Source: an optimization exercise on an open RTL-to-GDS flow (aim: small area). Production flows keep margins and buffers that such runs may drop.
In this exercise RTL edits were held to simulation tests only and were not proved equivalent to the original.
No driver is modelled on the clock port, so clocking that relies on it looks cheaper here than on a real chip.
Power is estimated from default activity; no workload was simulated.

==> design.v <==
package decode_pkg;
	localparam int XLEN       = 32;
	localparam int REG_ADDR_W = 5;
	localparam int NUM_REGS   = 32;
	typedef logic [XLEN-1:0]       word_t;
	typedef logic [REG_ADDR_W-1:0] reg_addr_t;
	localparam reg_addr_t LINK_REG = 5'd31;
	localparam logic [5:0] OP_SPECIAL = 6'b000000;
	localparam logic [5:0] OP_REGIMM  = 6'b000001;
	localparam logic [5:0] OP_J       = 6'b000010;
	localparam logic [5:0] OP_JAL     = 6'b000011;
	localparam logic [5:0] OP_BEQ     = 6'b000100;
	localparam logic [5:0] OP_BNE     = 6'b000101;
	localparam logic [5:0] OP_BLEZ    = 6'b000110;
	localparam logic [5:0] OP_BGTZ    = 6'b000111;
	localparam logic [5:0] OP_ADDI    = 6'b001000;
	localparam logic [5:0] OP_ADDIU   = 6'b001001;
	localparam logic [5:0] OP_SLTI    = 6'b001010;
	localparam logic [5:0] OP_SLTIU   = 6'b001011;
	localparam logic [5:0] OP_ANDI    = 6'b001100;
	localparam logic [5:0] OP_ORI     = 6'b001101;
	localparam logic [5:0] OP_XORI    = 6'b001110;
	localparam logic [5:0] OP_LUI     = 6'b001111;
	localparam logic [5:0] OP_LB      = 6'b100000;
	localparam logic [5:0] OP_LH      = 6'b100001;
	localparam logic [5:0] OP_LWL     = 6'b100010;
	localparam logic [5:0] OP_LW      = 6'b100011;
	localparam logic [5:0] OP_LBU     = 6'b100100;
	localparam logic [5:0] OP_LHU     = 6'b100101;
	localparam logic [5:0] OP_LWR     = 6'b100110;
	localparam logic [5:0] OP_SB      = 6'b101000;
	localparam logic [5:0] OP_SH      = 6'b101001;
	localparam logic [5:0] OP_SWL     = 6'b101010;
	localparam logic [5:0] OP_SW      = 6'b101011;
	localparam logic [5:0] OP_SWR     = 6'b101110;
	localparam logic [5:0] FN_SLL  = 6'b000000;
	localparam logic [5:0] FN_SRL  = 6'b000010;
	localparam logic [5:0] FN_SRA  = 6'b000011;
	localparam logic [5:0] FN_SLLV = 6'b000100;
	localparam logic [5:0] FN_SRLV = 6'b000110;
	localparam logic [5:0] FN_SRAV = 6'b000111;
	localparam logic [5:0] FN_JR   = 6'b001000;
	localparam logic [5:0] FN_JALR = 6'b001001;
	localparam logic [5:0] FN_ADD  = 6'b100000;
	localparam logic [5:0] FN_ADDU = 6'b100001;
	localparam logic [5:0] FN_SUB  = 6'b100010;
	localparam logic [5:0] FN_SUBU = 6'b100011;
	localparam logic [5:0] FN_AND  = 6'b100100;
	localparam logic [5:0] FN_OR   = 6'b100101;
	localparam logic [5:0] FN_XOR  = 6'b100110;
	localparam logic [5:0] FN_NOR  = 6'b100111;
	localparam logic [5:0] FN_SLT  = 6'b101010;
	localparam logic [5:0] FN_SLTU = 6'b101011;
	localparam logic [4:0] RT_BLTZ   = 5'b00000;
	localparam logic [4:0] RT_BGEZ   = 5'b00001;
	localparam logic [4:0] RT_BLTZAL = 5'b10000;
	localparam logic [4:0] RT_BGEZAL = 5'b10001;
	typedef enum logic [3:0] {
		BR_NONE,
		BR_BEQ,
		BR_BNE,
		BR_BGEZ,
		BR_BGTZ,
		BR_BLEZ,
		BR_BLTZ,
		BR_J,
		BR_JR
	} branch_kind_e;
endpackage
`timescale 1ns/1ns
module inst_decoder
(
	input  decode_pkg::word_t        inst_i,
	output logic         uses_rs_o,
	output logic         uses_rt_o,
	output logic         dest_we_o,
	output logic         legal_o,
	output decode_pkg::reg_addr_t    dest_addr_o,
	output decode_pkg::branch_kind_e branch_kind_o,
	output logic         is_branch_rel_o
);
	logic [5:0]   opcode;
	logic [5:0]   funct;
	logic [4:0]   shamt;
	decode_pkg::reg_addr_t    rs;
	decode_pkg::reg_addr_t    rt;
	decode_pkg::reg_addr_t    rd;
	logic         legal;
	logic         use_rs;
	logic         use_rt;
	logic         wr_rt;
	logic         wr_rd;
	logic         wr_link;
	logic         rel;
	decode_pkg::branch_kind_e kind;
	assign opcode = inst_i[31:26];
	assign rs     = inst_i[25:21];
	assign rt     = inst_i[20:16];
	assign rd     = inst_i[15:11];
	assign shamt  = inst_i[10:6];
	assign funct  = inst_i[5:0];
	always_comb
	begin
		legal   = 1'b0;
		use_rs  = 1'b0;
		use_rt  = 1'b0;
		wr_rt   = 1'b0;
		wr_rd   = 1'b0;
		wr_link = 1'b0;
		rel     = 1'b0;
		kind    = decode_pkg::BR_NONE;
		case (opcode)
			decode_pkg::OP_SPECIAL:
			begin
				case (funct)
					decode_pkg::FN_SLL, decode_pkg::FN_SRL, decode_pkg::FN_SRA:
					begin
						legal  = (rs == '0);
						use_rt = 1'b1;
						wr_rd  = 1'b1;
					end
					decode_pkg::FN_SLLV, decode_pkg::FN_SRLV, decode_pkg::FN_SRAV, decode_pkg::FN_ADD, decode_pkg::FN_ADDU, decode_pkg::FN_SUB, decode_pkg::FN_SUBU,
					decode_pkg::FN_AND, decode_pkg::FN_OR, decode_pkg::FN_XOR, decode_pkg::FN_NOR, decode_pkg::FN_SLT, decode_pkg::FN_SLTU:
					begin
						legal  = (shamt == '0);
						use_rs = 1'b1;
						use_rt = 1'b1;
						wr_rd  = 1'b1;
					end
					decode_pkg::FN_JR:
					begin
						legal  = (inst_i[20:6] == '0);
						use_rs = 1'b1;
						kind   = decode_pkg::BR_JR;
					end
					decode_pkg::FN_JALR:
					begin
						legal   = (rt == '0) && (shamt == '0);
						use_rs  = 1'b1;
						wr_link = 1'b1;
						kind    = decode_pkg::BR_JR;
					end
					default: legal = 1'b0;
				endcase
			end
			decode_pkg::OP_REGIMM:
			begin
				legal  = 1'b1;
				use_rs = 1'b1;
				rel    = 1'b1;
				case (rt)
					decode_pkg::RT_BLTZ: kind = decode_pkg::BR_BLTZ;
					decode_pkg::RT_BGEZ: kind = decode_pkg::BR_BGEZ;
					decode_pkg::RT_BLTZAL:
					begin
						kind    = decode_pkg::BR_BLTZ;
						wr_link = 1'b1;
					end
					decode_pkg::RT_BGEZAL:
					begin
						kind    = decode_pkg::BR_BGEZ;
						wr_link = 1'b1;
					end
					default: legal = 1'b0;
				endcase
			end
			decode_pkg::OP_J:
			begin
				legal = 1'b1;
				kind  = decode_pkg::BR_J;
			end
			decode_pkg::OP_JAL:
			begin
				legal   = 1'b1;
				wr_link = 1'b1;
				kind    = decode_pkg::BR_J;
			end
			decode_pkg::OP_BEQ, decode_pkg::OP_BNE:
			begin
				legal  = 1'b1;
				use_rs = 1'b1;
				use_rt = 1'b1;
				rel    = 1'b1;
				kind   = (opcode == decode_pkg::OP_BEQ) ? decode_pkg::BR_BEQ : decode_pkg::BR_BNE;
			end
			decode_pkg::OP_BLEZ, decode_pkg::OP_BGTZ:
			begin
				legal  = (rt == '0);
				use_rs = 1'b1;
				rel    = 1'b1;
				kind   = (opcode == decode_pkg::OP_BLEZ) ? decode_pkg::BR_BLEZ : decode_pkg::BR_BGTZ;
			end
			decode_pkg::OP_ADDI, decode_pkg::OP_ADDIU, decode_pkg::OP_SLTI, decode_pkg::OP_SLTIU, decode_pkg::OP_ANDI, decode_pkg::OP_ORI, decode_pkg::OP_XORI,
			decode_pkg::OP_LB, decode_pkg::OP_LBU, decode_pkg::OP_LH, decode_pkg::OP_LHU, decode_pkg::OP_LW:
			begin
				legal  = 1'b1;
				use_rs = 1'b1;
				wr_rt  = 1'b1;
			end
			decode_pkg::OP_LUI:
			begin
				legal = (rs == '0);
				wr_rt = 1'b1;
			end
			decode_pkg::OP_LWL, decode_pkg::OP_LWR:
			begin
				legal  = 1'b1;
				use_rs = 1'b1;
				use_rt = 1'b1;
				wr_rt  = 1'b1;
			end
			decode_pkg::OP_SB, decode_pkg::OP_SH, decode_pkg::OP_SW, decode_pkg::OP_SWL, decode_pkg::OP_SWR:
			begin
				legal  = 1'b1;
				use_rs = 1'b1;
				use_rt = 1'b1;
			end
			default: legal = 1'b0;
		endcase
	end
	assign legal_o         = legal;
	assign uses_rs_o       = legal & use_rs;
	assign uses_rt_o       = legal & use_rt;
	assign is_branch_rel_o = legal & rel;
	assign branch_kind_o   = legal ? kind : decode_pkg::BR_NONE;
	assign dest_we_o       = legal & (|inst_i) & (wr_rt | wr_rd | wr_link);
	assign dest_addr_o = !dest_we_o ? '0 :
		wr_link ? decode_pkg::LINK_REG :
		wr_rt ? rt : rd;
endmodule
`timescale 1ns/1ns
module reg_file
(
	input  logic      clk,
	input  logic      reset_n,
	input  decode_pkg::reg_addr_t raddr0_i,
	input  decode_pkg::reg_addr_t raddr1_i,
	input  decode_pkg::reg_addr_t waddr_i,
	input  logic      we_i,
	input  decode_pkg::word_t     wdata_i,
	output decode_pkg::word_t     rdata0_o,
	output decode_pkg::word_t     rdata1_o
);
	decode_pkg::word_t regs [decode_pkg::NUM_REGS];
	always_ff @(posedge clk)
	begin
		if (reset_n && we_i && (waddr_i != '0))
			regs[waddr_i] <= wdata_i;
	end
	assign rdata0_o = (raddr0_i == '0) ? '0 : regs[raddr0_i];
	assign rdata1_o = (raddr1_i == '0) ? '0 : regs[raddr1_i];
endmodule
`timescale 1ns/1ns
module branch_unit
(
	input  decode_pkg::word_t        inst_i,
	input  decode_pkg::word_t        pc_i,
	input  decode_pkg::word_t        rs_data_i,
	input  decode_pkg::word_t        rt_data_i,
	input  decode_pkg::branch_kind_e branch_kind_i,
	input  logic         is_branch_rel_i,
	input  logic         stall_i,
	output logic         branch_valid_o,
	output decode_pkg::word_t        branch_target_o
);
	decode_pkg::word_t seq_pc;
	decode_pkg::word_t rel_offset;
	logic  rs_zero;
	logic  rs_neg;
	logic  taken;
	assign seq_pc     = pc_i + decode_pkg::XLEN'(4);
	assign rel_offset = {{(decode_pkg::XLEN-18){inst_i[15]}}, inst_i[15:0], 2'b00};
	assign rs_zero    = (rs_data_i == '0);
	assign rs_neg     = rs_data_i[decode_pkg::XLEN-1];
	always_comb
	begin
		case (branch_kind_i)
			decode_pkg::BR_BEQ:      taken = (rs_data_i == rt_data_i);
			decode_pkg::BR_BNE:      taken = (rs_data_i != rt_data_i);
			decode_pkg::BR_BGEZ:     taken = ~rs_neg;
			decode_pkg::BR_BGTZ:     taken = ~rs_neg & ~rs_zero;
			decode_pkg::BR_BLEZ:     taken = rs_neg | rs_zero;
			decode_pkg::BR_BLTZ:     taken = rs_neg;
			decode_pkg::BR_J, decode_pkg::BR_JR: taken = 1'b1;
			default:     taken = 1'b0;
		endcase
	end
	assign branch_valid_o = taken & ~stall_i;
	always_comb
	begin
		if (branch_kind_i == decode_pkg::BR_NONE)
			branch_target_o = '0;
		else if (is_branch_rel_i)
			branch_target_o = seq_pc + rel_offset;
		else if (branch_kind_i == decode_pkg::BR_J)
			branch_target_o = {pc_i[decode_pkg::XLEN-1:decode_pkg::XLEN-4], inst_i[25:0], 2'b00};
		else
			branch_target_o = rs_data_i;
	end
endmodule
`timescale 1ns/1ns
module decode_issue
(
	input  logic      clk,
	input  logic      reset_n,
	input  logic      exception_i,
	input  decode_pkg::word_t     inst_i,
	input  decode_pkg::word_t     pc_i,
	input  decode_pkg::word_t     rs_data_i,
	input  decode_pkg::word_t     rt_data_i,
	input  logic      uses_rs_i,
	input  logic      uses_rt_i,
	input  logic      dest_we_i,
	input  logic      legal_i,
	input  decode_pkg::reg_addr_t dest_addr_i,
	input  decode_pkg::reg_addr_t conflict_addr0_i,
	input  decode_pkg::reg_addr_t conflict_addr1_i,
	output logic      stall_o,
	output decode_pkg::word_t     inst_o,
	output decode_pkg::word_t     pc_o,
	output decode_pkg::word_t     op0_o,
	output decode_pkg::word_t     op1_o,
	output decode_pkg::reg_addr_t reg_waddr_o,
	output logic      reg_we_o,
	output logic      illegal_inst_o
);
	decode_pkg::reg_addr_t rs_addr;
	decode_pkg::reg_addr_t rt_addr;
	logic      rs_hazard;
	logic      rt_hazard;
	logic      clear;
	function automatic logic hits(decode_pkg::reg_addr_t src, decode_pkg::reg_addr_t a0, decode_pkg::reg_addr_t a1,
		decode_pkg::reg_addr_t a2);
		hits = (src != '0) && ((src == a0) || (src == a1) || (src == a2));
	endfunction
	assign rs_addr = inst_i[25:21];
	assign rt_addr = inst_i[20:16];
	assign rs_hazard = uses_rs_i &&
		hits(rs_addr, reg_waddr_o, conflict_addr0_i, conflict_addr1_i);
	assign rt_hazard = uses_rt_i &&
		hits(rt_addr, reg_waddr_o, conflict_addr0_i, conflict_addr1_i);
	assign stall_o = rs_hazard | rt_hazard;
	assign clear = !reset_n || exception_i;
	always_ff @(posedge clk)
	begin
		if (clear || stall_o)
		begin
			inst_o         <= '0;
			pc_o           <= '0;
			op0_o          <= '0;
			op1_o          <= '0;
			reg_waddr_o    <= '0;
			reg_we_o       <= 1'b0;
			illegal_inst_o <= 1'b0;
		end
		else
		begin
			inst_o         <= inst_i;
			pc_o           <= pc_i;
			op0_o          <= rs_data_i;
			op1_o          <= rt_data_i;
			reg_waddr_o    <= dest_addr_i;
			reg_we_o       <= dest_we_i;
			illegal_inst_o <= ~legal_i;
		end
	end
endmodule
`timescale 1ns/1ns
module decode_stage
(
	input  logic      clk,
	input  logic      reset_n,
	input  decode_pkg::word_t     inst_i,
	input  decode_pkg::word_t     pc_i,
	input  logic      reg_we_i,
	input  decode_pkg::reg_addr_t reg_waddr_i,
	input  decode_pkg::word_t     reg_wdata_i,
	input  decode_pkg::reg_addr_t conflict_addr0_i,
	input  decode_pkg::reg_addr_t conflict_addr1_i,
	input  logic      exception_i,
	output decode_pkg::word_t     inst_o,
	output decode_pkg::word_t     pc_o,
	output decode_pkg::word_t     op0_o,
	output decode_pkg::word_t     op1_o,
	output decode_pkg::reg_addr_t reg_waddr_o,
	output logic      reg_we_o,
	output logic      illegal_inst_o,
	output logic      stall_o,
	output logic      branch_valid_o,
	output decode_pkg::word_t     branch_target_o
);
	logic         uses_rs;
	logic         uses_rt;
	logic         dest_we;
	logic         legal;
	decode_pkg::reg_addr_t    dest_addr;
	decode_pkg::branch_kind_e branch_kind;
	logic         is_branch_rel;
	decode_pkg::word_t        rs_data;
	decode_pkg::word_t        rt_data;
	logic         stall;
	assign stall_o = stall;
	inst_decoder u_decoder (
		.inst_i          (inst_i),
		.uses_rs_o       (uses_rs),
		.uses_rt_o       (uses_rt),
		.dest_we_o       (dest_we),
		.legal_o         (legal),
		.dest_addr_o     (dest_addr),
		.branch_kind_o   (branch_kind),
		.is_branch_rel_o (is_branch_rel)
	);
	reg_file u_reg_file (
		.clk      (clk),
		.reset_n  (reset_n),
		.raddr0_i (inst_i[25:21]),
		.raddr1_i (inst_i[20:16]),
		.waddr_i  (reg_waddr_i),
		.we_i     (reg_we_i),
		.wdata_i  (reg_wdata_i),
		.rdata0_o (rs_data),
		.rdata1_o (rt_data)
	);
	branch_unit u_branch (
		.inst_i          (inst_i),
		.pc_i            (pc_i),
		.rs_data_i       (rs_data),
		.rt_data_i       (rt_data),
		.branch_kind_i   (branch_kind),
		.is_branch_rel_i (is_branch_rel),
		.stall_i         (stall),
		.branch_valid_o  (branch_valid_o),
		.branch_target_o (branch_target_o)
	);
	decode_issue u_issue (
		.clk              (clk),
		.reset_n          (reset_n),
		.exception_i      (exception_i),
		.inst_i           (inst_i),
		.pc_i             (pc_i),
		.rs_data_i        (rs_data),
		.rt_data_i        (rt_data),
		.uses_rs_i        (uses_rs),
		.uses_rt_i        (uses_rt),
		.dest_we_i        (dest_we),
		.legal_i          (legal),
		.dest_addr_i      (dest_addr),
		.conflict_addr0_i (conflict_addr0_i),
		.conflict_addr1_i (conflict_addr1_i),
		.stall_o          (stall),
		.inst_o           (inst_o),
		.pc_o             (pc_o),
		.op0_o            (op0_o),
		.op1_o            (op1_o),
		.reg_waddr_o      (reg_waddr_o),
		.reg_we_o         (reg_we_o),
		.illegal_inst_o   (illegal_inst_o)
	);
endmodule
==> run.sh <==
#!/bin/bash
# synth_recipe.tcl (not shown) runs the flow's synth.tcl, then flattens the netlist and writes it again
# the make line also repeats each setting of config.mk as NAME=value (left out here)
make -C /OpenROAD-flow-scripts/flow DESIGN_CONFIG=/design/flow/config.mk WORK_HOME=/design/flow/orfs CLKGATE_MAP_FILE= SYNTH_SCRIPT=/design/flow/synth_recipe.tcl finish
==> config.mk <==
export PLATFORM = sky130hd
export DESIGN_NAME = decode_stage
export DESIGN_NICKNAME = decode_stage
export VERILOG_FILES = /design/flow/design.v
export SDC_FILE = /design/flow/constraint.sdc
export NUM_CORES = 4
export LEC_CHECK = 0
export CAP_MARGIN = 20
export CORE_MARGIN = 2
export CORE_UTILIZATION = 40
export SETUP_SLACK_MARGIN = 0.3
export SLEW_MARGIN = 20
==> constraint.sdc <==
create_clock -name core_clock -period 8.0 [get_ports {clk}]
set_input_delay 1.6000 -clock core_clock [delete_from_list [all_inputs] [get_ports {clk}]]
set_output_delay 1.6000 -clock core_clock [all_outputs]
set_load 0.01 [all_outputs]
==> impl_results.md, run 1 <==
- Status: complete, no violations
- Flop2flop setup slack: 4.89 ns
- CTS tree: built
- WS Path Type: input port to output port
- Fin util: 48.1%
- DP Area: 61200 um^2
- Total global routing overflow: 0
- WL final: 197 mm
- Synth warnings: 4
- Row count: 135
- Relative slew slack: 25.6%
- Final TNS setup: 0 ns
- CTS Hold Bufs: 0
- Detailed Route Iter0 Violations: 5010
- Initial Utilization: 40.4%
- Drt wl/cell: 34.9 um
- Tot GR Track Use: 27.8%
- TritonRoute pass-1 iters: 6
- Worst r2r dst: u_issue.op1_o[13]$_SDFF_PP0_
- Critical Path RT: 6.40 ns
- CP max FO: 8
- Post-Synthesis Cell Area: 54800 um^2
- Main synth FF type: edfxtp_1
- Filler Cell Count: 11500
- Root buffer cell: clkbuf_16
- Hold Vio Cnt, Final: 0
- Final ANT Viol Nets: 0
- Slew Viols, Final: 0
- Synth Register Bits: 1159
- H-tree Lvls: 3
- Ports: 284
- RSZ-0062 raised after global routing: false
- WHS Endpoint: u_issue.op1_o[8]$_SDFF_PP0_
- Via count: 36100
- Final nets: 3929
- Worst Max-Slew Pin Slew: 1.11 ns
- Worst-case clock buffer depth: 3
- Post-CTS setup buffer count: 0
- Number of synthesized flops with an enable pin: 1024
- CTS buffer count: 119
- Die width: 374 um
- Number of max-cap violations: 0
- Via-per-instance ratio: 6.39
- Layout cells sized above 1: 24.7%
- Setup WS pre-CTS: 0.246 ns
- Yosys cell types: 82
- Residual DRC count: 0
- CP startpoint kind: input port
- Peak Freq: 131 MHz
- Clock-pin slew on the worst setup and hold paths: 0.06 ns
- Final Cell Area: 65200 um^2
- Seq/Total Area, Yosys: 61.1%
- Reg-to-Reg Start: u_issue.reg_waddr_o[3]$_SDFF_PP0_
- WHS: 0.890 ns
- Hpwl dp: 126 mm
- Pleak: 22.1 nW
- PostCTS Resize Cnt: 1
- Crit-path cells: clkdlybuf4s50_1 > buf_4 > nand2_1 > o22ai_1 > nor2_1 > xnor2_1 > nand4_1 > nor3_1 > nand4_1 > mux2i_1 > a211oi_2 > clkdlybuf4s50_1
- Worst min path class: register to register
- Period utilization: 95.2%
- Critical-path top delay cell: clkdlybuf4s50_1
- Max IR drop VDD: 0.185 mV
- Gpl congestion: 0.935
- Hold Path Origin: u_reg_file.regs[22][8]$_DFFE_PP_
- Die height: 374 um
- Pwr/cell area: 218 nW/um^2
- Syn Area/Cell: 16.5 um^2
- R2R depth: 9
- Worst Skew: 0.0246 ns
- Area grow syn2layout: 19.1%
- Die ar.: 140000 um^2
- Clock Latency Late Sink: 0.74 ns
- Endpoints failing setup: 0
- Initial antenna violation count: 15
- Critical Path Max Stage Delay: 0.87 ns
- Largest net degree at the start of global routing: 68
- Core box area: 136000 um^2
- First-pass GRT wire length: 273 mm
- Synth Instances: 3315
- Worst EP arrival: 6.02 ns
- Vias in the first global route: 35100
- Synth async-reset ratio: 0%
- Hold Path Depth: 5
- Min Tclk post-route: 7.62 ns
- # clock sinks: 1159
- Worst Setup End Kind: output port
- PnR worst setup slack: 0.381 ns
- Buffers on Ports: 283
worst max-delay path: cells and delay by family:
family | cells | cell delay, ns
compound gates | 2 | 0.57
xor+xnor | 1 | 0.25
buf+inv | 3 | 1.79
mux | 1 | 0.19
simple gates | 5 | 1.60
sequential cells by signal (all words and copies together), names as in the netlist:
register                cells
u_issue.pc_o               32
u_issue.illegal_inst_o      1
u_issue.inst_o             32
u_issue.reg_waddr_o         5
u_issue.reg_we_o            1
u_issue.op0_o              32
u_issue.op1_o              32
u_reg_file.regs          1024
kinds of logic after synthesis:
kind of cell,after synthesis,share of synthesized area [%]
other,1,0.00685
flip-flops,1159,61.1
XOR/XNOR,82,1.31
buffers and inverters,253,2.44
AND/OR/NAND/NOR,611,5.57
adder cells (fa/ha/maj),58,1.34
AO/OA/AOI/OAI,460,5.89
multiplexers,691,22.4
synth_stat cells (all sizes together) (18+ instances only):
cell / instances / area, um^2
mux2: 24 / 278
a22oi: 126 / 951
mux4: 423 / 9530
mux2i: 244 / 2440
a221oi: 26 / 228
xnor2: 48 / 420
inv: 21 / 78.8
a21oi: 96 / 480
o211ai: 19 / 143
dfxtp: 135 / 2700
xor2: 34 / 298
nor2b: 18 / 113
nor3: 29 / 160
clkbuf: 110 / 417
edfxtp: 1024 / 30700
nand2: 125 / 469
nor2: 184 / 691
buf: 122 / 838
o21ai: 44 / 220
a211oi: 21 / 185
and3: 18 / 113
ha: 57 / 713
o22ai: 29 / 181
nand3: 63 / 315
nand4: 22 / 138
and2: 76 / 475
cell usage in the layout (no fill, tap or decap), types with 19 or more instances in the layout:
cell             netlist  layout
nor2_4                 0      32
o211ai_1              19      19
mux2i_1              244     244
conb_1                 1      32
clkinv_2               0      19
nand2_1              125     125
clkinv_1               0      26
nand3_1               63      63
a221oi_1              26      26
edfxtp_1            1024    1024
nand4_1               22      22
o22ai_1               29      29
nor3_1                26      25
and2_1                76      76
clkdlybuf4s50_1        0     262
xnor2_1               48      48
nor2_1               184     150
buf_12                 2      31
clkbuf_1             109      20
clkbuf_16              0     122
a21oi_1               96      95
mux4_2               423     423
bufinv_16              0      19
ha_1                  57      57
a22oi_1              125     125
buf_4                 31     206
dfxtp_1              135     135
o21ai_0               37      36
xor2_1                34      34
metrics by stage:
stage / instances / power, mW
after global placement: 5409 / 8.44
final: 5648 / 14.2
after floorplan: 3346 / 7.69
after global routing: 5646 / 14.5
after CTS: 5642 / 14.2
after detailed placement: 5416 / 8.45
routing by layer:
layer	global-route usage [%]	vias to the layer above	wire, um
met1	36.3	18800	74400
met2	44.1	2383	91800
met4	14.7	14	11100
met3	5.11	474	19900
li1	-	14400	-
met5	0	-	94
worst max-delay path by stage:
stage | cells after the start | from | slack (ns) | end
after floorplan | 16 | inst_i[0] | 1.73 | branch_target_o[25]
after global placement | 19 | inst_i[0] | 0.12 | branch_target_o[25]
after detailed placement | 19 | inst_i[0] | 0.25 | branch_target_o[25]
after global routing | 14 | inst_i[22] | 0.31 | branch_valid_o
final | 12 | inst_i[20] | 0.38 | branch_valid_o
after CTS | 13 | inst_i[24] | 0.34 | branch_valid_o
final cells by class:
type | instances | area [um^2] | share of cell area (%)
Clock buffer | 148 | 3210 | 4.92
Tap cell | 1781 | 2230 | 3.42
Sequential cell | 1159 | 33500 | 51.3
Clock inverter | 78 | 883 | 1.35
Antenna cell | 6 | 15.0 | 0.0230
Timing Repair Buffer | 521 | 4990 | 7.64
Inverter | 21 | 81.3 | 0.125
Multi-Input combinational cell | 1934 | 20400 | 31.3
report_power, final:
group          internal [mW]  switching [mW]  leakage (nW)
Combinational          0.671           0.975          9.73
Sequential              6.66          0.0300          10.3
Clock                   3.45            2.41          1.99
==> run 2, diff against run 1 <==
--- a/design.v
+++ b/design.v
@@ -241,14 +241,48 @@
 	output decode_pkg::word_t     rdata0_o,
 	output decode_pkg::word_t     rdata1_o
 );
-	decode_pkg::word_t regs [decode_pkg::NUM_REGS];
-	always_ff @(posedge clk)
-	begin
-		if (reset_n && we_i && (waddr_i != '0))
-			regs[waddr_i] <= wdata_i;
-	end
-	assign rdata0_o = (raddr0_i == '0) ? '0 : regs[raddr0_i];
-	assign rdata1_o = (raddr1_i == '0) ? '0 : regs[raddr1_i];
+	localparam int NG = (decode_pkg::NUM_REGS + 1) / 3;    
+	decode_pkg::word_t regs [1:3*NG];
+	logic [3*NG:1] rsel0;
+	logic [3*NG:1] rsel1;
+	genvar i, b;
+	generate
+		for (i = 1; i <= 3*NG; i++)
+		begin : g_sel
+			if (i < decode_pkg::NUM_REGS)
+			begin : g_reg
+				always_ff @(posedge clk)
+				begin
+					if (reset_n && we_i && (waddr_i == i))
+						regs[i] <= wdata_i;
+				end
+				assign rsel0[i] = (raddr0_i == i);
+				assign rsel1[i] = (raddr1_i == i);
+			end
+			else
+			begin : g_none
+				assign regs[i]  = '0;
+				assign rsel0[i] = 1'b0;
+				assign rsel1[i] = 1'b0;
+			end
+		end
+	endgenerate
+	generate
+		for (b = 0; b < decode_pkg::XLEN; b++)
+		begin : g_bit
+			logic [NG-1:0] t0;
+			logic [NG-1:0] t1;
+			for (i = 0; i < NG; i++)
+			begin : g_grp
+				assign t0[i] = ~((rsel0[3*i+1] & regs[3*i+1][b]) | (rsel0[3*i+2] & regs[3*i+2][b])
+					| (rsel0[3*i+3] & regs[3*i+3][b]));
+				assign t1[i] = ~((rsel1[3*i+1] & regs[3*i+1][b]) | (rsel1[3*i+2] & regs[3*i+2][b])
+					| (rsel1[3*i+3] & regs[3*i+3][b]));
+			end
+			assign rdata0_o[b] = ~(&t0[3:0]) | ~(&t0[7:4]) | ~(&t0[NG-1:8]);
+			assign rdata1_o[b] = ~(&t1[3:0]) | ~(&t1[7:4]) | ~(&t1[NG-1:8]);
+		end
+	endgenerate
 endmodule
 `timescale 1ns/1ns
 module branch_unit
@@ -263,13 +297,42 @@
 	output logic         branch_valid_o,
 	output decode_pkg::word_t        branch_target_o
 );
-	decode_pkg::word_t seq_pc;
-	decode_pkg::word_t rel_offset;
+	localparam int AW = decode_pkg::XLEN - 2;    
+	logic [AW-1:0] a;
+	logic [AW-1:0] b;
+	logic [AW-1:0] p;
+	logic [AW-1:0] g;
+	logic [AW-1:0] c;       
+	logic [AW-1:0] rel_sum;
 	logic  rs_zero;
 	logic  rs_neg;
 	logic  taken;
-	assign seq_pc     = pc_i + decode_pkg::XLEN'(4);
-	assign rel_offset = {{(decode_pkg::XLEN-18){inst_i[15]}}, inst_i[15:0], 2'b00};
+	assign a = pc_i[decode_pkg::XLEN-1:2];
+	assign b = {{(AW-16){inst_i[15]}}, inst_i[15:0]};
+	assign p = a ^ b;
+	assign g = a & b;
+	always_comb
+	begin
+		logic [AW-1:0] gg;
+		logic [AW-1:0] pp;
+		gg = g;
+		pp = p;
+		gg[0] = g[0] | p[0];
+		for (int i = 1; (1 << i) <= AW; i++)
+			for (int j = (1 << i) - 1; j < AW; j += (1 << i))
+			begin
+				gg[j] = gg[j] | (pp[j] & gg[j - (1 << (i-1))]);
+				pp[j] = pp[j] & pp[j - (1 << (i-1))];
+			end
+		for (int i = 5; i > 0; i--)    
+			for (int j = (1 << i) + (1 << (i-1)) - 1; j < AW; j += (1 << i))
+			begin
+				gg[j] = gg[j] | (pp[j] & gg[j - (1 << (i-1))]);
+				pp[j] = pp[j] & pp[j - (1 << (i-1))];
+			end
+		c = {gg[AW-2:0], 1'b1};
+	end
+	assign rel_sum = p ^ c;
 	assign rs_zero    = (rs_data_i == '0);
 	assign rs_neg     = rs_data_i[decode_pkg::XLEN-1];
 	always_comb
@@ -291,7 +354,7 @@
 		if (branch_kind_i == decode_pkg::BR_NONE)
 			branch_target_o = '0;
 		else if (is_branch_rel_i)
-			branch_target_o = seq_pc + rel_offset;
+			branch_target_o = {rel_sum, pc_i[1:0]};
 		else if (branch_kind_i == decode_pkg::BR_J)
 			branch_target_o = {pc_i[decode_pkg::XLEN-1:decode_pkg::XLEN-4], inst_i[25:0], 2'b00};
 		else
==> flow/run.sh (new file) <==
#!/bin/bash
# Own layout flow: the standard ORFS flow (standard.sh), with
#  - the standard synthesis, except that ABC maps the logic with another script
#    (flow/area.abc); registers, their names and cell types are those of the standard synthesis;
#  - ports buffered with the smallest buffer instead of clkdlybuf4s50_1;
#  - the resizer kept to small and mid-size buffers (flow/dont_use.tcl).
# Every step writes its full output to a log of its own in the work folder.
set -euo pipefail
W=$(pwd)
export MY_ABC_SCRIPT=$W/flow/area.abc
export BUFFER_PORTS_ARGS="-buffer_cell sky130_fd_sc_hd__buf_1"
export PRE_RESIZE_TCL=$W/flow/dont_use.tcl
export PRE_CTS_TCL=$W/flow/dont_use.tcl
export PRE_GLOBAL_ROUTE_TCL=$W/flow/dont_use.tcl
export PRE_GLOBAL_PLACE_TCL=$W/flow/dont_use.tcl
V=(SYNTH_SCRIPT=$W/flow/area_synth.tcl)
bash standard.sh "${V[@]}" synth     > $W/log_synth.txt 2>&1
bash standard.sh "${V[@]}" floorplan > $W/log_floorplan.txt 2>&1
bash standard.sh "${V[@]}" place     > $W/log_place.txt 2>&1
bash standard.sh "${V[@]}" cts       > $W/log_cts.txt 2>&1
bash standard.sh "${V[@]}" route     > $W/log_route.txt 2>&1
bash standard.sh "${V[@]}" finish    > $W/log_finish.txt 2>&1
==> flow/area.abc (new file) <==
strash
&get -n
&st
&dch
&nf -p -C 32
&put
==> flow/area_synth.tcl (new file) <==
# synth_recipe.tcl (the standard synthesis) with only the ABC mapping script replaced by an area-oriented one
proc synth {args} { yosys synth -nofsm -noshare {*}$args }
proc abc {args} {
  set i [lsearch -exact $args -script]
  if {$i >= 0} { set args [lreplace $args [expr {$i+1}] [expr {$i+1}] $::env(MY_ABC_SCRIPT)] }
  yosys abc {*}$args
}
source $::env(SCRIPTS_DIR)/synth.tcl
# left out here: clear keep_hierarchy, flatten, clean up, hide names made inside functions, write 1_2_yosys.v
==> flow/dont_use.tcl (new file) <==
set_dont_use {sky130_fd_sc_hd__buf_8 sky130_fd_sc_hd__buf_12 sky130_fd_sc_hd__buf_16 sky130_fd_sc_hd__clkdlybuf4s* sky130_fd_sc_hd__dlygate* sky130_fd_sc_hd__dlymetal*}
==> standard.sh (new file) <==
#!/bin/bash
# synth_recipe.tcl (not shown) runs the flow's synth.tcl, then flattens the netlist and writes it again
# the make line also repeats each setting of config.mk as NAME=value (left out here)
make -C /OpenROAD-flow-scripts/flow DESIGN_CONFIG=/design/flow/config.mk WORK_HOME=/design/flow/orfs CLKGATE_MAP_FILE= SYNTH_SCRIPT=/design/flow/synth_recipe.tcl "${@:-finish}"
--- a/config.mk
+++ b/config.mk
@@ -5,8 +5,12 @@
 export SDC_FILE = /design/flow/constraint.sdc
 export NUM_CORES = 4
 export LEC_CHECK = 0
-export CAP_MARGIN = 20
+export CAP_MARGIN = 10
 export CORE_MARGIN = 2
 export CORE_UTILIZATION = 40
+export CTS_BUF_LIST = sky130_fd_sc_hd__clkbuf_8 sky130_fd_sc_hd__clkbuf_16
+export CTS_CLUSTER_DIAMETER = 50
+export CTS_CLUSTER_SIZE = 20
+export GPL_TIMING_DRIVEN = 0
 export SETUP_SLACK_MARGIN = 0.3
-export SLEW_MARGIN = 20
+export SLEW_MARGIN = 10
removed: run.sh
==> run 2 against run 1 <==
  * Fmax shrank 3.5%
  * Die area shrank 17%
  * Sequential share of layout area grew 8.0 points
  * Global-route usage grew 1.6 points
  * Clock-buffer cell count shrank 34
  * Synthesized area shrank 17%
  * Power shrank 7.8%
  * Sequential power shrank 3.1%
  * Combinational power shrank 38%
  * Synthesized cell count shrank 16%
==> impl_results.md, run 2 <==
- CP Buf/Inv Count: 3
- Met3 Use GR: 11.2%
- Largest net degree at the start of global routing: 42
- Tot GR Track Use: 29.4%
- Synth warnings: 7
- Endpoints failing setup: 0
- List of most frequent post-synthesis cells: edfxtp_1, a222oi_1, nand4_1
- Pwr/cell area: 239 nW/um^2
- Final ANT Viol Nets: 0
- Critical Path RT: 6.40 ns
- Comb pwr share: 7.8%
- Core box area: 112000 um^2
- Synth top area share: 65.6%
- Switching part of the total: 25.3%
- Ports: 284
- Total global routing overflow: 0
- Number of synthesized flops with an enable pin: 992
- Detailed Route Iter0 Violations: 9455
- Most frequent cell after synthesis: edfxtp_1
- Clock share of power: 42.6%
- Initial antenna violation count: 12
- Reg-to-Reg Start: u_issue.reg_waddr_o[0]$_SDFF_PP0_
- Seq/Total Area, Yosys: 71.6%
- Synth area leader: edfxtp_1
- Vias in the first global route: 33100
- Peak Freq: 127 MHz
- First-pass GRT wire length: 243 mm
- Area of the multi-input gates: 13500 um^2
- Row count: 123
- Layout cells sized above 1: 15.7%
- Worst Setup End Kind: output port
- WHS: 0.773 ns
- CTS tree: built
- Hold Vio Cnt, Final: 0
- Post-Synthesis Cell Area: 45400 um^2
- Syn Area/Cell: 16.3 um^2
- WS Path Type: input port to output port
- Flop2flop setup slack: 3.80 ns
- Via count: 35100
- Pleak: 17.6 nW
- Seq pwr share: 49.5%
- Synth Instances: 2791
- Die ar.: 116000 um^2
- RSZ-0062 raised after global routing: true
- Worst r2r dst: u_issue.reg_waddr_o[4]$_SDFF_PP0_
- Residual DRC count: 0
- Drt wl/cell: 35.7 um
- Die width: 341 um
- Buffers on Ports: 283
- Critical-path top delay cell: and2_2
- CP max FO: 19
- Relative slew slack: 17.2%
- WL final: 178 mm
- Clock Latency Late Sink: 0.72 ns
- Worst EP arrival: 6.30 ns
- Most Crowded Layer GR: met2
- Number of max-cap violations: 0
- CP startpoint kind: input port
- Final nets: 3529
- CTS buffer count: 107
- Internal power: 9.78 mW
- Gpl congestion: 0.880
- R2R depth: 13
- WHS Endpoint: u_issue.op1_o[24]$_SDFF_PP0_
- Synth async-reset ratio: 0%
- Period utilization: 98.7%
- GR Util met1: 38.2%
- Net Sw Power: 3.31 mW
- Most common cell after layout, fill and taps aside: edfxtp_1
- Worst Max-Slew Pin Slew: 1.24 ns
- Filler Cell Count: 9592
- Commonest cells after routing, fill and taps aside: edfxtp_1, a222oi_1, buf_1
- Max reg flops: 992
- Critical Path Max Stage Delay: 0.63 ns
- Crit-path cells: buf_2 > nor4b_1 > and2_2 > buf_6 > a222oi_1 > nand4_1 > or3_1 > xor2_1 > nor4_1 > nand4_1 > o21ba_1 > o41a_1 > buf_1
- Hold Path Depth: 4
- Synth area leaders: edfxtp_1, a222oi_1, dfxtp_1
- Critical path's top delay family: simple AND/OR/NAND/NOR gates
- Met2 Resource Use GR: 42.7%
- Via-per-instance ratio: 7.07
- Synth Register Bits: 1127
- Area grow syn2layout: 20.7%
- Cell mode on critical path: nand4_1
- Fin util: 48.7%
- TritonRoute pass-1 iters: 13
- Clock-pin slew on the worst setup and hold paths: 0.06 ns
- Hold Path Origin: u_reg_file.regs[31][24]$_DFFE_PP_
- Worst min path class: register to register
- Max IR drop VDD: 0.191 mV
- Die height: 341 um
- Register area: 32500 um^2
- Min Tclk post-route: 7.90 ns
- Top reg by flops: u_reg_file.regs
- Initial Utilization: 40.3%
- # clock sinks: 1127
- Main synth FF type: edfxtp_1
- Status: complete, no violations
- Worst Skew: 0.0371 ns
- CTS Hold Bufs: 0
- Hpwl dp: 122 mm
- Yosys cell types: 56
- Slew Viols, Final: 0
[run 2: logic make-up after synthesis]
group | count (synthesis) | synth area share (%)
fa+ha+maj | 42 | 1.41
xor+xnor | 77 | 1.49
mux | 5 | 0.110
flops | 1127 | 71.6
buf+inv | 20 | 0.165
simple gates | 772 | 9.41
compound gates | 748 | 15.8
[run 2: timing repair]
item / in CTS / in global routing
gates resized for setup: 35 / 8
endpoints found under the setup margin: 9 / 13
setup buffers: 0 / 6
pin swaps: 0 / 4
[run 2: final cells by class]
class	count	share of cell area [%]
repair buffers	472	5.39
diodes	3	0.0137
inverters	20	0.137
well taps	1500	3.42
multi-input cells	1644	24.6
flip-flops and latches	1127	59.3
clock buffers	114	5.18
clock inverters	90	1.96
[run 2: metrics by stage]
stage / setup slack [ns] / instance area [um^2] / setup TNS, ns / instances / power, mW
2_1_floorplan: 0.605 / 45400 / 0 / 2791 / 7.02
3_3_place_gp: -8.44 / 48300 / -940.10 / 4574 / 7.53
3_5_place_dp: -1.21 / 50600 / -3.32 / 4756 / 7.57
4_1_cts: 0.286 / 54700 / 0 / 4960 / 13.1
5_1_grt: 0.151 / 54800 / 0 / 4967 / 13.4
6_report: 0.100 / 54800 / 0 / 4970 / 13.1
[run 2: metal layers]
layer | part of all wire [%] | vias to the layer above
met5 | 0.045 | -
met4 | 5.7 | 12
met3 | 17 | 471
met2 | 42 | 3313
met1 | 35 | 17200
li1 | - | 14100
[run 2: power by group through the flow]
stage	combinational, mW	clock, mW	sequential (mW)
after floorplan	0.395	0	6.63
after global placement	0.914	0	6.62
after detailed placement	0.951	0	6.62
after CTS	0.976	5.61	6.48
after global routing	1.06	5.84	6.49
final	1.02	5.58	6.48
[run 2: how the worst max path moves through the flow]
stage	startpoint	end	slack, ns	cells after the start
floorplan	inst_i[16]	branch_valid_o	0.60	10
global placement	inst_i[20]	branch_valid_o	-8.44	11
detailed placement	inst_i[21]	branch_valid_o	-1.21	13
CTS	inst_i[23]	branch_valid_o	0.29	13
global route	inst_i[18]	branch_valid_o	0.15	16
finish	inst_i[23]	branch_valid_o	0.10	13
[run 2: tightest hold or removal path, cell delays in order (launching register included)]
cell and delay, ns:
edfxtp_1 0.34, nand2_1 0.05, nand3_1 0.05, or3_1 0.15, nor2b_1 0.13
==> run 3, diff against run 2 <==
--- a/config.mk
+++ b/config.mk
@@ -8,9 +8,9 @@
 export CAP_MARGIN = 10
 export CORE_MARGIN = 2
 export CORE_UTILIZATION = 40
-export CTS_BUF_LIST = sky130_fd_sc_hd__clkbuf_8 sky130_fd_sc_hd__clkbuf_16
+export CTS_BUF_LIST = sky130_fd_sc_hd__clkbuf_4 sky130_fd_sc_hd__clkbuf_8
 export CTS_CLUSTER_DIAMETER = 50
-export CTS_CLUSTER_SIZE = 20
+export CTS_CLUSTER_SIZE = 14
 export GPL_TIMING_DRIVEN = 0
 export SETUP_SLACK_MARGIN = 0.3
 export SLEW_MARGIN = 10
==> run 3 against run 2 <==
  * Largest cell class unchanged
  * Final area shrank 2.8%
  * Utilization decreased by 1.4 points
  * Sequential power hardly changed
  * Fmax is 0.23% higher
  * Still clean
  * Worst setup slack gained 0.018 ns
  * Die area stayed put
  * Synthesized cell count did not move
  * Sequential cell count stayed put
  * Critical path type unchanged
  * Clock power down 29%
  * Combinational power hardly changed
  * Worst hold slack better by 0.016 ns
  * Non-clock buffer count unchanged
==> impl_results.md, run 3 <==
- Total global routing overflow: 0
- Simple-gate share of the synthesized area: 9.41%
- Reg-to-Reg Start: u_issue.reg_waddr_o[0]$_SDFF_PP0_
- Die width: 341 um
- Final ANT Viol Nets: 0
- # clock sinks: 1127
- Ports: 284
- TritonRoute pass-1 iters: 14
- Final TNS setup: 0 ns
- Most common cell after layout, fill and taps aside: edfxtp_1
- Seq pwr share: 56.6%
- Final Cell Area: 53300 um^2
- Status: complete, no violations
- Final Total Pwr: 11.5 mW
- Residual DRC count: 0
- First-pass GRT wire length: 243 mm
- Synth async-reset ratio: 0%
- Detailed Route Iter0 Violations: 9738
- Critical Path Max Stage Delay: 0.75 ns
- Non-Filler Instances: 4956
- Max IR drop VDD: 0.146 mV
- Layout cells sized above 1: 15.1%
- Clock Latency Late Sink: 0.79 ns
- Clock-pin slew on the worst setup and hold paths: 0.09 ns
- Initial Utilization: 40.3%
- Vias in the first global route: 33000
- Period utilization: 98.5%
- Critical Path RT: 6.40 ns
- Largest net degree at the start of global routing: 42
- Clock share of power: 34.5%
- CTS tree: built
- PnR worst setup slack: 0.118 ns
- Xor/xnor share of the synthesized area: 1.49%
- Yosys cell types: 56
- Mux contribution to synthesized area: 0.110%
- Drt wl/cell: 35.8 um
- Slew Viols, Final: 0
- Worst Skew: 0.0367 ns
- Commonest cells after routing, fill and taps aside: edfxtp_1, a222oi_1, buf_1
- DP Area: 50600 um^2
- Gpl congestion: 0.880
- Synth Instances: 2791
- WS Path Type: input port to output port
- Worst r2r dst: u_issue.reg_waddr_o[4]$_SDFF_PP0_
- Fin util: 47.4%
- CP startpoint kind: input port
- Number of max-cap violations: 0
- Initial antenna violation count: 9
- Buffers on Ports: 283
- Critical path's top delay family: simple AND/OR/NAND/NOR gates
- Largest family of logic cells by synthesized area: compound AO/OA/AOI/OAI gates
- RSZ-0062 raised after global routing: true
- Hold Vio Cnt, Final: 0
- Main synth FF type: edfxtp_1
- Synth Area in Adders: 1.41%
- CTS buffer count: 110
- CTS Hold Bufs: 0
- Min Tclk post-route: 7.88 ns
- R2R depth: 13
- List of most frequent post-synthesis cells: edfxtp_1, a222oi_1, nand4_1
- Core box area: 112000 um^2
- Pwr/cell area: 215 nW/um^2
- Max reg flops: 992
- Tot GR Track Use: 29.3%
- Worst min path class: register to register
- Final nets: 3532
- WHS: 0.789 ns
- Peak Freq: 127 MHz
- Row count: 123
- Worst EP arrival: 6.28 ns
- Via-per-instance ratio: 7.07
- CP max FO: 19
- Crit-path cells: buf_2 > nor3_2 > and3b_2 > buf_6 > a222oi_1 > nand4_1 > or3_1 > nor4_1 > nand4_1 > o2111a_1 > a311o_1 > o41a_1 > buf_1
- Post-Synthesis Cell Area: 45400 um^2
- Placed cell count: 4756
- CP Buf/Inv Count: 3
- Seq/Total Area, Yosys: 71.6%
- Flop2flop setup slack: 3.74 ns
- Synth area leaders: edfxtp_1, a222oi_1, dfxtp_1
- Synth Register Bits: 1127
- Via count: 35000
- Net Sw Power: 2.88 mW
- Worst Setup End Kind: output port
- Cell mode on critical path: nand4_1
- Pleak: 16.9 nW
- Area grow syn2layout: 17.4%
- Switching part of the total: 25.1%
- Hpwl dp: 122 mm
- WHS Endpoint: u_issue.op1_o[24]$_SDFF_PP0_
- Hold Path Depth: 4
- Relative slew slack: 20.0%
- Synth area leader: edfxtp_1
- Comb pwr share: 8.9%
- Worst Max-Slew Pin Slew: 1.20 ns
- Hold Path Origin: u_reg_file.regs[31][24]$_DFFE_PP_
- Synth warnings: 7
- Die ar.: 116000 um^2
- Syn Area/Cell: 16.3 um^2
- Synth top area share: 65.6%
- Number of synthesized flops with an enable pin: 992
- Die height: 341 um
- Endpoints failing setup: 0
- WL final: 177 mm
- Internal power: 8.58 mW
- Post-synthesis compound-gate area fraction: 15.8%
- Critical-path top delay cell: or3_1
- Most frequent cell after synthesis: edfxtp_1
- Top reg by flops: u_reg_file.regs
- Setup WS pre-CTS: -1.21 ns
run 3: cell counts after synthesis:
No cell type changed its count.
run 3: worst max path at each step:
stage	slack [ns]	endpoint	cells past startpoint	start
after floorplan	0.60	branch_valid_o	10	inst_i[16]
after global placement	-8.44	branch_valid_o	11	inst_i[20]
after detailed placement	-1.21	branch_valid_o	13	inst_i[21]
after CTS	0.29	branch_valid_o	13	inst_i[23]
after global routing	0.16	branch_valid_o	13	inst_i[23]
final	0.12	branch_valid_o	13	inst_i[23]
run 3: cell families (layout without fill, tap and decap cells):
| family | Yosys count | after routing |
|---|---|---|
| flip-flops | 1127 | 1127 |
| AND/OR/NAND/NOR | 772 | 772 |
| AO/OA/AOI/OAI | 748 | 748 |
| XOR/XNOR | 77 | 77 |
| adder cells (fa/ha/maj) | 42 | 42 |
| buffers and inverters | 20 | 680 |
| multiplexers | 5 | 5 |
| other | 0 | 5 |
run 3: final cells by class:
cell class	count	area [um^2]
timing repair buffer	472	2930
antenna	5	12.5
tap	1500	1880
inverter	20	75.1
fill	9758	59200
multi-input combinational	1644	13500
sequential	1127	32500
clock buffer	129	1700
clock inverter	59	701
run 3: timing repair:
item / 4_1_cts / 5_1_grt
setup buffers: 0 / 7
pin swaps: 0 / 3
gates resized for setup: 36 / 8
endpoints found under the setup margin: 9 / 13
run 3: tightest hold or removal path: stages, from the launching register on:
cell and delay [ns]:
edfxtp_1 0.35, nand2_1 0.05, nand3_1 0.05, or3_1 0.16, nor2b_1 0.13
run 3: routing by layer:
layer  share of wire [%]  global-route usage (%)  vias to the layer above
li1                    -                       -                    14000
met1                  35                    38.1                    17200
met2                  42                    42.7                     3325
met3                  17                    10.8                      496
met4                 5.8                    15.5                        8
met5               0.029                       0                        -
run 3: power groups by stage:
stage                     registers [mW]  clock network, mW  logic, mW
after detailed placement            6.62                  0      0.951
after CTS                           6.48               3.97      0.977
after floorplan                     6.63                  0      0.395
final                               6.48               3.95       1.02
after global placement              6.62                  0      0.914
after global routing                6.49               4.19       1.05
==> run 4, diff against run 3 <==
==> flow/area.abc (replaced) <==
strash
&get -n
&st
&dch
&nf -R 1000 -p -C 32
&put
--- a/config.mk
+++ b/config.mk
@@ -9,8 +9,8 @@
 export CORE_MARGIN = 2
 export CORE_UTILIZATION = 40
 export CTS_BUF_LIST = sky130_fd_sc_hd__clkbuf_4 sky130_fd_sc_hd__clkbuf_8
-export CTS_CLUSTER_DIAMETER = 50
-export CTS_CLUSTER_SIZE = 14
+export CTS_CLUSTER_DIAMETER = 60
+export CTS_CLUSTER_SIZE = 16
 export GPL_TIMING_DRIVEN = 0
 export SETUP_SLACK_MARGIN = 0.3
 export SLEW_MARGIN = 10
==> run 4 against run 3 <==
  * Global-route usage rose by 0.28 points
  * Combinational power rose by 6%
  * Worst setup slack improved by 0.028 ns
  * Via count rose by 2.2%
  * Register-to-register slack improved by 1.2 ns
  * First-iteration DRC count rose by 7.3%
  * Critical path type unchanged
  * Die area fell by 0.51%
  * Clock-buffer cell count fell by 20
  * Synthesized area fell by 0.52%
  * Clock power fell by 7.3%
  * Largest power group unchanged
  * Non-clock buffer count rose by 133
  * Sequential share of layout area fell by 0.85 points
  * Still clean on timing, DRC and antenna
==> impl_results.md, run 4 <==
- GR Util met1: 37.8%
- CP Launch Point: inst_i[21]
- Drt wl/cell: 35.0 um
- Vias in the first global route: 33800
- WHS: 0.650 ns
- Worst EP arrival: 6.25 ns
- Row count: 123
- Min Tclk post-route: 7.85 ns
- Period utilization: 98.2%
- Main synth FF type: edfxtp_1
- Clock-pin slew on the worst setup and hold paths: 0.10 ns
- Status: complete, no violations
- Most frequent cell after synthesis: edfxtp_1
- CP startpoint kind: input port
- Post-Synthesis Cell Area: 45200 um^2
- Register area: 32500 um^2
- Final nets: 3663
- WS Path Type: input port to output port
- Synth async-reset ratio: 0%
- Worst Setup EP: branch_valid_o
- Ports: 284
- CTS tree: built
- Pleak: 17.0 nW
- R2R depth: 11
- Yosys cell types: 46
- Synth Register Bits: 1127
- Setup WS pre-CTS: -1.71 ns
- Syn Area/Cell: 16.1 um^2
- CTS buffer count: 96
- Area of the multi-input gates: 13400 um^2
- Synth area leaders: edfxtp_1, a222oi_1, dfxtp_1
- Layout cells sized above 1: 18.5%
- Buffers on Ports: 283
- Detailed Route Iter0 Violations: 10500
- Synth top area share: 66.0%
- Most Crowded Layer GR: met2
- Relative slew slack: 29.0%
- Worst Max-Slew Pin Slew: 1.07 ns
- Met3 Use GR: 9.91%
- # clock sinks: 1127
- Reg-to-Reg Start: u_issue.reg_waddr_o[0]$_SDFF_PP0_
- First-pass GRT wire length: 246 mm
- Filler Cell Count: 9516
- Commonest cells after routing, fill and taps aside: edfxtp_1, a222oi_1, buf_1
- Clock Latency Late Sink: 0.82 ns
- Hold Vio Cnt, Final: 0
- Most common cell after layout, fill and taps aside: edfxtp_1
- Top reg by flops: u_reg_file.regs
- Final ANT Viol Nets: 0
- Gpl congestion: 0.935
- Worst Skew: 0.0390 ns
- Total global routing overflow: 0
- Die width: 340 um
- Residual DRC count: 0
- Worst r2r dst: u_issue.op1_o[15]$_SDFF_PP0_
- Max IR drop VDD: 0.110 mV
- WL final: 178 mm
- Endpoints failing setup: 0
- Max reg flops: 992
- Via-per-instance ratio: 7.06
- CP max FO: 12
- List of most frequent post-synthesis cells: edfxtp_1, a222oi_1, nand4_1
- Die ar.: 116000 um^2
- Worst Setup End Kind: output port
- Synth area leader: edfxtp_1
- Critical Path RT: 6.40 ns
- Number of synthesized flops with an enable pin: 992
- Core box area: 112000 um^2
- Met2 Resource Use GR: 45.6%
- Hpwl dp: 122 mm
- Synth Instances: 2803
- Pwr/cell area: 208 nW/um^2
- Largest net degree at the start of global routing: 70
- Flop2flop setup slack: 4.98 ns
- PnR worst setup slack: 0.146 ns
- Initial Utilization: 40.2%
- Seq/Total Area, Yosys: 72.0%
- Synth warnings: 7
- Via count: 35800
- Tot GR Track Use: 29.6%
- Die height: 340 um
- TritonRoute pass-1 iters: 14
- Initial antenna violation count: 16
- Area grow syn2layout: 19.7%
- Number of max-cap violations: 0
- RSZ-0062 raised after global routing: false
- Peak Freq: 127 MHz
- Slew Viols, Final: 0
- CTS Hold Bufs: 0
- Worst min path class: register to register
run 4: cell count changes after synthesis, moves of 9 or more:
cell      before  now
and3_1         6   27
nand3_1       76   11
nand4_1      145  205
nor2b_1      140  126
and2_0        27    4
nor4bb_1       9    0
or3_1         65    4
nor3_1        10   30
nor4b_1        9    0
nand2_1      131  153
nor2_1        91  166
run 4: per-stage QoR:
stage / cell area [um^2] / util [%] / total power, mW / instances / setup TNS (ns)
4_1_cts: 53800 / 47.9 / 11.1 / 5050 / 0
3_5_place_dp: 51200 / 45.7 / 7.56 / 4852 / -2.67
6_report: 54000 / 48.2 / 11.2 / 5071 / 0
2_1_floorplan: 45200 / - / 7.04 / 2803 / 0
5_1_grt: 54000 / 48.2 / 11.5 / 5070 / 0
3_3_place_gp: 48100 / 42.9 / 7.52 / 4586 / -818.30
run 4: how the worst min path moves through the flow:
stage	start	endpoint	slack [ns]	cells past startpoint
after global placement	u_reg_file.regs[31][30]$_DFFE_PP_	u_issue.op1_o[30]$_SDFF_PP0_	0.63	3
final	u_reg_file.regs[31][30]$_DFFE_PP_	u_issue.op1_o[30]$_SDFF_PP0_	0.65	3
after detailed placement	u_reg_file.regs[31][30]$_DFFE_PP_	u_issue.op1_o[30]$_SDFF_PP0_	0.63	3
after CTS	u_reg_file.regs[31][30]$_DFFE_PP_	u_issue.op1_o[30]$_SDFF_PP0_	0.65	3
after global routing	u_reg_file.regs[31][29]$_DFFE_PP_	u_issue.op1_o[29]$_SDFF_PP0_	0.69	3
after floorplan	u_reg_file.regs[31][0]$_DFFE_PP_	u_issue.op1_o[0]$_SDFF_PP0_	0.60	3
run 4: repair_timing:
item,4_1_cts,5_1_grt
gates resized for setup,71,32
pin swaps,28,29
setup buffers,40,16
cloned,0,0
setup endpoints to repair,28,4
run 4: where the power goes:
group / switching (mW) / internal, mW / total [mW]
registers: 0.0279 / 6.45 / 6.48
logic: 0.751 / 0.324 / 1.08
clock network: 2.08 / 1.58 / 3.66
total: 2.86 / 8.36 / 11.2
run 4: layout make-up:
class	instances	share of cell area (%)
multi-input cells	1659	24.8
repair buffers	605	7.55
well taps	1500	3.47
diodes	5	0.0232
clock buffers	109	2.65
flip-flops and latches	1127	60.1
clock inverters	49	1.23
inverters	17	0.120
run 4: logic make-up (layout without fill, tap and decap cells):
logic type	count (synthesis)	count (layout)	synth area share [%]
AO/OA/AOI/OAI	734	734	15.6
XOR/XNOR	77	77	1.49
adder cells (fa/ha/maj)	42	42	1.41
buffers and inverters	17	780	0.141
flip-flops	1127	1127	72.0
multiplexers	6	6	0.136
other	0	5	0
AND/OR/NAND/NOR	800	800	9.27
run 4: critical path, cell delays in order:
cell,delay (ns)
clkbuf_4,0.19
clkbuf_16,0.21
nand2b_4,0.21
buf_1,0.14
nor3_2,0.06
buf_6,0.19
buf_6,0.17
a222oi_1,0.36
nand4_1,0.30
nor2_1,0.44
nand4_1,0.25
xor2_1,0.23
nor4_2,0.51
nand4_1,0.26
nor4_4,0.28
buf_6,0.16
a21oi_1,0.04
a21oi_1,0.17
nor4_2,0.08
nor2_2,0.18
clkbuf_2,0.17
run 4: per-layer routing:
metal  up-vias  routed length, um  part of all wire, %
met5         -                 77                0.043
met2      3505              78400                   44
met1     17400              60300                   34
li1      14300                  -                    -
met4        12               9400                  5.3
met3       581              29400                   17
==> run 5, diff against run 4 <==
==> flow/area.abc (replaced) <==
strash
&get -n
&st
&dch
&nf -p -C 32
&put
==> run 5 against run 4 <==
  * Largest power group unchanged
  * Sequential cell count did not move
  * Worst hold slack improved by 0.10 ns
  * Worst setup slack got worse by 0.013 ns
  * Synthesized area rose by 0.52%
  * Critical endpoint unchanged
  * Clock power fell by 5.5%
  * Synthesized cell count fell by 0.43%
  * Still clean on timing, DRC and antenna
==> impl_results.md, run 5 <==
- Number of synthesized flops with an enable pin: 992
- Worst Setup End Kind: output port
- Synth area leader: edfxtp_1
- Tot GR Track Use: 29.2%
- Final nets: 3512
- Critical-path top delay cell: nor4_4
- WS Path Type: input port to output port
- Initial Utilization: 40.3%
- First-pass GRT wire length: 242 mm
- Most frequent cell after synthesis: edfxtp_1
- Min Tclk post-route: 7.87 ns
- Final ANT Viol Nets: 0
- CTS tree: built
- Worst Max-Slew Pin Slew: 1.22 ns
- CTS buffer count: 90
- Synth warnings: 7
- Clock Latency Late Sink: 0.81 ns
- Main synth FF type: edfxtp_1
- Ports: 284
- Hpwl dp: 122 mm
- Die height: 341 um
- List of most frequent post-synthesis cells: edfxtp_1, a222oi_1, nand4_1
- Hold Vio Cnt, Final: 0
- Residual DRC count: 0
- Peak Freq: 127 MHz
- CP Buf/Inv Count: 4
- # clock sinks: 1127
- Final Total Pwr: 11.0 mW
- DP Area: 50600 um^2
- Filler Cell Count: 9787
- Top reg by flops: u_reg_file.regs
- Row count: 123
- Final TNS setup: 0 ns
- Area grow syn2layout: 16.3%
- Post-Synthesis Cell Area: 45400 um^2
- Final Cell Area: 52800 um^2
- Via-per-instance ratio: 7.06
- Layout cells sized above 1: 14.4%
- Slew Viols, Final: 0
- Critical path's top delay family: simple AND/OR/NAND/NOR gates
- Period utilization: 98.3%
- Non-Filler Instances: 4916
- Placed cell count: 4756
- Synth top area share: 65.6%
- Commonest cells after routing, fill and taps aside: edfxtp_1, a222oi_1, buf_1
- Max IR drop VDD: 0.121 mV
- CP startpoint kind: input port
- Critical Path RT: 6.40 ns
- Pleak: 16.6 nW
- Pwr/cell area: 208 nW/um^2
- Detailed Route Iter0 Violations: 9799
- Gpl congestion: 0.880
- Endpoints failing setup: 0
- Worst Skew: 0.0450 ns
- Max reg flops: 992
- Buffers on Ports: 283
- Worst EP arrival: 6.27 ns
- WL final: 177 mm
- Area of the multi-input gates: 13500 um^2
- Syn Area/Cell: 16.3 um^2
- Via count: 34700
- Relative slew slack: 18.6%
- Total global routing overflow: 0
- Synth async-reset ratio: 0%
- Synth Instances: 2791
- Critical Path Max Stage Delay: 0.60 ns
- Drt wl/cell: 36.0 um
- TritonRoute pass-1 iters: 14
- Vias in the first global route: 32900
- Synth Register Bits: 1127
- CTS Hold Bufs: 0
- WHS: 0.752 ns
- Yosys cell types: 56
- Most common cell after layout, fill and taps aside: edfxtp_1
- Die width: 341 um
- Number of max-cap violations: 0
- Worst min path class: register to register
- RSZ-0062 raised after global routing: true
- Core box area: 112000 um^2
- Largest net degree at the start of global routing: 42
- Synth area leaders: edfxtp_1, a222oi_1, dfxtp_1
- Status: complete, no violations
- Initial antenna violation count: 9
- Die ar.: 116000 um^2
- Register area: 32500 um^2
- CP max FO: 24
- Seq/Total Area, Yosys: 71.6%
- Clock-pin slew on the worst setup and hold paths: 0.10 ns
- Crit-path cells: buf_2 > nor4_1 > and2_2 > buf_6 > a222oi_1 > nand4_1 > or3_1 > xor2_1 > nor4_4 > nand4_1 > buf_2 > o21ba_1 > o41a_1 > buf_1
-- run 5: cell types whose count changed in the layout (fill, tap and decap cells not counted), sizes merged, moves of 10 or more --
cell    delta
buf      -139
nor2      -75
nand3     +65
or3       +61
nand4     -60
and2      +23
nand2     -22
and3      -21
nor3      -20
clkbuf    +16
nor2b     +14
inv       -10
-- run 5: per-stage QoR --
stage / util [%] / setup WS [ns]
after floorplan: - / 0.605
after global placement: 43.0 / -8.44
after detailed placement: 45.0 / -1.21
after CTS: 46.8 / 0.290
after global routing: 46.9 / 0.186
final: 46.9 / 0.133
-- run 5: area by class of cell --
cell class,count,area share [%]
Clock buffer,119,2.83
Tap cell,1500,3.56
Sequential cell,1127,61.6
Multi-Input combinational cell,1644,25.5
Clock inverter,29,0.744
Antenna cell,5,0.0237
Timing Repair Buffer,472,5.60
Inverter,20,0.142
-- run 5: per-layer routing --
layer	GRT usage, %	vias up	wire (um)	share of wire, %
met2	42.5	3267	75600	43
met3	10.8	458	28800	16
li1	-	14000	-	-
met4	15.1	10	9810	5.5
met5	0.817	-	188	0.11
met1	38.2	17000	62600	35
-- run 5: where the power goes --
| group | leakage, nW | switching, mW | internal [mW] |
|---|---|---|---|
| Sequential | 10.0 | 0.0259 | 6.45 |
| Combinational | 5.61 | 0.735 | 0.285 |
| Clock | 0.985 | 1.99 | 1.47 |
-- run 5: logic make-up after synthesis --
logic type	synth area share (%)
AOI/OAI and AO/OA	15.8
xor gates and xnor gates	1.49
adders and majority gates	1.41
buffers and inverters	0.165
DFF	71.6
muxes	0.110
and+or+nand+nor	9.41
-- run 5: repair_timing --
item                       4_1_cts  5_1_grt
pin swaps                        0        3
gates cloned                     0        0
resized for setup               36        8
buffers inserted                 0        6
setup endpoints to repair        9       13
-- run 5: final timing paths --
kind,cells after the start,endpoint,from,slack [ns]
max,14,branch_valid_o,inst_i[16],0.13
min,4,u_issue.op1_o[24]$_SDFF_PP0_,u_reg_file.regs[31][24]$_DFFE_PP_,0.75
max reg2reg,13,u_issue.reg_waddr_o[4]$_SDFF_PP0_,u_issue.reg_waddr_o[0]$_SDFF_PP0_,3.79
min reg2reg,4,u_issue.op1_o[24]$_SDFF_PP0_,u_reg_file.regs[31][24]$_DFFE_PP_,0.75
-- run 5: worst register-to-register path, stage by stage, from the launching register on --
cell,delay [ns]
dfxtp_1,0.46
xor2_1,0.18
nor4_1,0.08
a22oi_1,0.14
o21ai_0,0.23
a32oi_1,0.28
nand2b_1,0.62
nand3b_1,0.56
buf_6,0.34
buf_6,0.19
buf_6,0.19
buf_6,0.19
a311o_1,0.38
a21oi_1,0.28

re-timing with driven ports:
In the flow no input, the clock included, has a driving cell. The finished layouts below were timed again as built, in two steps.
Step 1 (the two cells are an assumption about what drives the block):
set clk [get_ports {clk}]
set_driving_cell -lib_cell sky130_fd_sc_hd__clkbuf_16 $clk
set_driving_cell -lib_cell sky130_fd_sc_hd__buf_2 [delete_from_list [all_inputs] $clk]
Step 2 moves the port delays by t, midway between the first and last clock arrival at a register: inputs arrive t later, outputs are due t later. That takes back most of the time a late clock gives input paths.
Three values: ideal ports, drivers, drivers and shift; two values: the first two.
run	t (ns)	slack for setup (ns)	worst hold slack (ns)	worst setup path after step 2
run 1	0.815	0.381 / 0.348 / 0.348	0.890 / 0.890 / 0.890	input to output
run 2	0.776	0.100 / 0.071 / 0.071	0.773 / 0.773 / 0.773	input to output
run 3	0.847	0.118 / 0.088 / 0.088	0.789 / 0.789 / 0.789	input to output
run 4	0.885	0.146 / 0.122 / 0.122	0.650 / 0.650 / 0.650	input to output
run 5	0.857	0.133 / 0.104 / 0.104	0.752 / 0.752 / 0.752	input to output
After both steps setup and hold are still met in every run listed. For run 1, which loses most, drivers alone change the setup slack by -0.033 ns; drivers and shift together by -0.033 ns.
